From an optimization exercise on the open Yosys and OpenROAD flow, aimed at small area and a short achievable clock period; shortcuts taken in it are not production practice. The RTL was checked by simulation tests, not by an equivalence proof against the original design.

==> flow/design.v (excerpt) <==
module mul_pipe_unit #(
   parameter int WIDTH   = 32,
   parameter int LATENCY = 4
) (
   input  logic               clk,
   input  logic               rst,
   input  logic               start,
   input  logic               is_signed,
   input  logic [WIDTH-1:0]   a,
   input  logic [WIDTH-1:0]   b,
   input  logic               flush,
   output logic               busy,
   output logic               done,
   output logic [2*WIDTH-1:0] result,
   output logic [1:0]         dbg_state
);
Size in the first run: about 180 flip-flops, ~140 I/O pins, ~17000 um^2 of cells after synthesis.
clock: 11.0 ns
lec_check: 0
cap_margin: 20
core_margin: 2
core_utilization: 40
slew_margin: 20
standard.sh (not shown) runs the stock make flow with config.mk's settings and CLKGATE_MAP_FILE= SYNTH_SCRIPT=/design/flow/synth_recipe.tcl, a recipe that flattens the netlist after the stock synthesis.
==> flow/flow/run.sh <==
#!/bin/bash
# Standard layout, with repair_timing aiming for extra setup slack beyond the clock period.
set -euo pipefail
bash standard.sh SETUP_SLACK_MARGIN=6.5 finish > flow_make.log 2>&1
The starting point ran to the end with no violations.
Edit:
==> flow/run.sh (new file) <==
#!/bin/bash
# synth_recipe.tcl (not shown) runs the flow's synth.tcl, then flattens the netlist and writes it again
# the make line also repeats each setting of config.mk as NAME=value (left out here)
make -C /OpenROAD-flow-scripts/flow DESIGN_CONFIG=/design/flow/config.mk WORK_HOME=/design/flow/orfs CLKGATE_MAP_FILE= SYNTH_SCRIPT=/design/flow/synth_recipe.tcl finish
removed: flow/flow/run.sh
removed: flow/standard.sh
- final cell count went down by 6.5%
- core utilization went down by 8.7 points
- cell area went down by 16%
- maximum frequency went down by 10%
- global-route usage went down by 2.3 points
Edit:
Settings changed: ABC_AREA set to 1, SETUP_SLACK_MARGIN set to 5.
Outcome: Core utilization goes down by 0.17 points; fmax goes up by 2.4%; global-route usage goes up by 2.3 points; count of clock-buffer cells in the layout goes down by 2; worst hold slack got worse by 0.0082 ns; design area goes up by about 5%; synthesized area goes up by 5.6%; cell count goes up by about 20%.


violet:
Another version of the RTL of mul_pipe_unit (not shown whole).
Size in the first run: ~1700 cells after synthesis, roughly 16000 um2 of cells after synthesis.
==> flow/config.mk <==
export PLATFORM = sky130hd
export DESIGN_NAME = mul_pipe_unit
export DESIGN_NICKNAME = mul_pipe_unit
export VERILOG_FILES = /design/flow/design.v
export SDC_FILE = /design/flow/constraint.sdc
export NUM_CORES = 4
export LEC_CHECK = 0
export CAP_MARGIN = 20
export CORE_MARGIN = 2
export CORE_UTILIZATION = 55
export SLEW_MARGIN = 20
==> flow/constraint.sdc <==
create_clock -name core_clock -period 11.0 [get_ports {clk}]
set_input_delay 2.2000 -clock core_clock [delete_from_list [all_inputs] [get_ports {clk}]]
set_output_delay 2.2000 -clock core_clock [all_outputs]
set_load 0.01 [all_outputs]
==> flow/flow/run.sh <==
#!/bin/bash
# Own layout flow: the standard flow, with these changes.
#  1. After the standard synthesis, flow/faflip.py re-chooses the polarity of each full-adder cell
#     (FA(~a,~b,~c) = ~FA(a,b,c)) so that most of the inverters Yosys's extract_fa leaves between
#     adders go away. Registers and all other cells are untouched.
#  2. Ports are buffered with sky130_fd_sc_hd__buf_1 instead of the flow's default pick.
#  3. Up to CTS, repair_timing aims 6.6 ns beyond the clock period on the worst path only (no TNS
#     repair); routing and the steps after it run with the standard margin.
# Each step's output goes to a log file of its own here; ORFS's own logs are under orfs/logs.
set -euo pipefail
R=orfs/results/sky130hd/mul_pipe_unit/base
PORTS="BUFFER_PORTS_ARGS=-buffer_cell sky130_fd_sc_hd__buf_1"
bash standard.sh synth > log_synth.txt 2>&1
python3 flow/faflip.py $R/1_2_yosys.v $R/1_2_yosys.faflip.v > log_faflip.txt 2>&1
cp $R/1_2_yosys.v $R/1_2_yosys.orig.v
mv $R/1_2_yosys.faflip.v $R/1_2_yosys.v
rm -f $R/1_synth.odb
touch $R/1_2_yosys.v
bash standard.sh "$PORTS" SETUP_SLACK_MARGIN=6.6 TNS_END_PERCENT=0 cts > log_cts.txt 2>&1
bash standard.sh "$PORTS" finish > log_finish.txt 2>&1
Other scripts of this flow, unchanged in this note and not shown: flow/flow/faflip.py
## Diff of input files: raven against violet
Settings: CORE_UTILIZATION: 55 -> 65.
--- a/flow/flow/run.sh
+++ b/flow/flow/run.sh
@@ -7 +7 @@
-#  3. Up to CTS, repair_timing aims 6.6 ns beyond the clock period on the worst path only (no TNS
+#  3. Up to CTS, repair_timing aims 6.3 ns beyond the clock period on the worst path only (no TNS
@@ -19 +19 @@
-bash standard.sh "$PORTS" SETUP_SLACK_MARGIN=6.6 TNS_END_PERCENT=0 cts > log_cts.txt 2>&1
+bash standard.sh "$PORTS" SETUP_SLACK_MARGIN=6.3 TNS_END_PERCENT=0 cts > log_cts.txt 2>&1
==> comparison <==
Where total core area is concerned, violet is outperformed by raven. On number of top-level pins, raven tracks violet almost exactly. Relative to violet, fraction of standard cell area in multi-input logic increased by 2.9 points in raven. Cmp raven vs violet: count of clock-buffer cells in the layout lower in raven.
Relative to raven, the following input files were edited for indigo:
Settings: CORE_UTILIZATION now 55, was 65.
- On max-slew headroom at the worst pin: between raven and indigo, it ends up lower for raven.
- indigo gives less global placer's final weighted congestion than raven did.
- indigo has core area above what raven had.
- Compared indigo vs raven, and tapcell count is up in indigo.
- Between raven and indigo, transition at the pin with the smallest max-transition slack decreased.


Another version of the RTL of mul_pipe_unit (not shown whole).
Size in the first run: ~1,600 cells after synthesis, about 140 I/O pins.
export LEC_CHECK = 0
export CAP_MARGIN = 20
export CORE_MARGIN = 2
export CORE_UTILIZATION = 55
export PLACE_DENSITY = 0.8
export SLEW_MARGIN = 20
create_clock -name core_clock -period 11.0 [get_ports {clk}]
==> flow/flow/run.sh <==
#!/bin/bash
# Own layout flow: the standard flow, with these changes.
#  1. After the standard synthesis, flow/faflip.py re-chooses the polarity of each full-adder cell
#     (FA(~a,~b,~c) = ~FA(a,b,c)) so that most of the inverters Yosys's extract_fa leaves between
#     adders go away; it also looks through the larger inverters and reuses them as inverted
#     copies, and folds inverters into the xor2/xnor2 gates that feed them. Registers are untouched.
#  2. Ports are buffered with sky130_fd_sc_hd__buf_1 instead of the flow's default pick.
#  3. Synthesis and every later step also leave out the platform's slow complex gates (four-input
#     and-or cells and the like) and its weakest (_0) cells: flow/dont_use.txt lists the platform's own
#     don't-use cells followed by these.
#  4. Up to CTS, repair_timing aims 6.6 ns beyond the clock period on the worst path only (no TNS
#     repair); routing and the steps after it run with the standard margin.
# Each step's output goes to a log file of its own here; ORFS's own logs are under orfs/logs.
set -euo pipefail
R=orfs/results/sky130hd/mul_pipe_unit/base
PORTS="BUFFER_PORTS_ARGS=-buffer_cell sky130_fd_sc_hd__buf_1"
DU="DONT_USE_CELLS=$(cat flow/dont_use.txt)"
bash standard.sh "$DU" synth > log_synth.txt 2>&1
python3 flow/faflip.py $R/1_2_yosys.v $R/1_2_yosys.faflip.v > log_faflip.txt 2>&1
cp $R/1_2_yosys.v $R/1_2_yosys.orig.v
mv $R/1_2_yosys.faflip.v $R/1_2_yosys.v
rm -f $R/1_synth.odb
touch $R/1_2_yosys.v
bash standard.sh "$DU" "$PORTS" SETUP_SLACK_MARGIN=6.6 TNS_END_PERCENT=0 cts > log_cts.txt 2>&1
bash standard.sh "$DU" "$PORTS" finish > log_finish.txt 2>&1
Other scripts of this flow, unchanged in this note and not shown: flow/flow/dont_use.txt, flow/flow/faflip.py
The first run went through all stages and came out clean.
Next try:
--- a/flow/flow/run.sh
+++ b/flow/flow/run.sh
@@ -11 +11 @@
-#  4. Up to CTS, repair_timing aims 6.6 ns beyond the clock period on the worst path only (no TNS
+#  4. Up to CTS, repair_timing aims 6.3 ns beyond the clock period on the worst path only (no TNS
@@ -24 +24 @@
-bash standard.sh "$DU" "$PORTS" SETUP_SLACK_MARGIN=6.6 TNS_END_PERCENT=0 cts > log_cts.txt 2>&1
+bash standard.sh "$DU" "$PORTS" SETUP_SLACK_MARGIN=6.3 TNS_END_PERCENT=0 cts > log_cts.txt 2>&1
- PLACE_DENSITY: 0.8 -> not set
- The changed run finished with timing, DRC and antenna clean
- area after synthesis stays the same
- global-route usage went up by 0.89 points
- fmax went down by 0.54%
- clock skew is about the same
- cell count stays flat
- routed wire length went up by 1.1%
- worst setup slack is worse by 0.024 ns
- final area went down by 0.43%
- via count went down by 4.8%

==> static timing again, ports no longer ideal <==
In the flow no input, the clock included, has a driving cell. The finished layouts below were timed again as built, in two steps. Step 1, drivers: a clkbuf_16 drives clk and a buf_2 each remaining input, both assumed. Step 2, shift: input delay + t, output delay - t, t = (earliest + latest rising clock arrival at the registers) / 2. This alone moves slack from input paths to output paths. Three values: no drivers, after step 1, after step 2; two values: the first two.
run | t, ns | slack for setup (ns) | latest minus earliest clock arrival (ns) | worst data-port slew with drivers (ns)
the first run of note 1 | 0.523 | 5.786 / 5.786 / 5.786 | 0.028 / 0.028 | 0.07
the second run of note 1 | 0.527 | 5.197 / 5.197 / 5.197 | 0.014 / 0.014 | 0.05
the third run of note 1 | 0.551 | 5.335 / 5.335 / 5.335 | 0.029 / 0.030 | 0.05
violet | 0.506 | 6.461 / 6.461 / 6.461 | 0.016 / 0.016 | 0.05
raven | 0.494 | 6.151 / 6.151 / 6.151 | 0.025 / 0.025 | 0.06
indigo | 0.518 | 6.188 / 6.188 / 6.188 | 0.021 / 0.021 | 0.06
the first run of note 3 | 0.500 | 6.502 / 6.502 / 6.502 | 0.016 / 0.017 | 0.05
the second run of note 3 | 0.499 | 6.478 / 6.427 / 6.601 | 0.014 / 0.014 | 0.05
After both steps setup and hold are still met in every run listed.
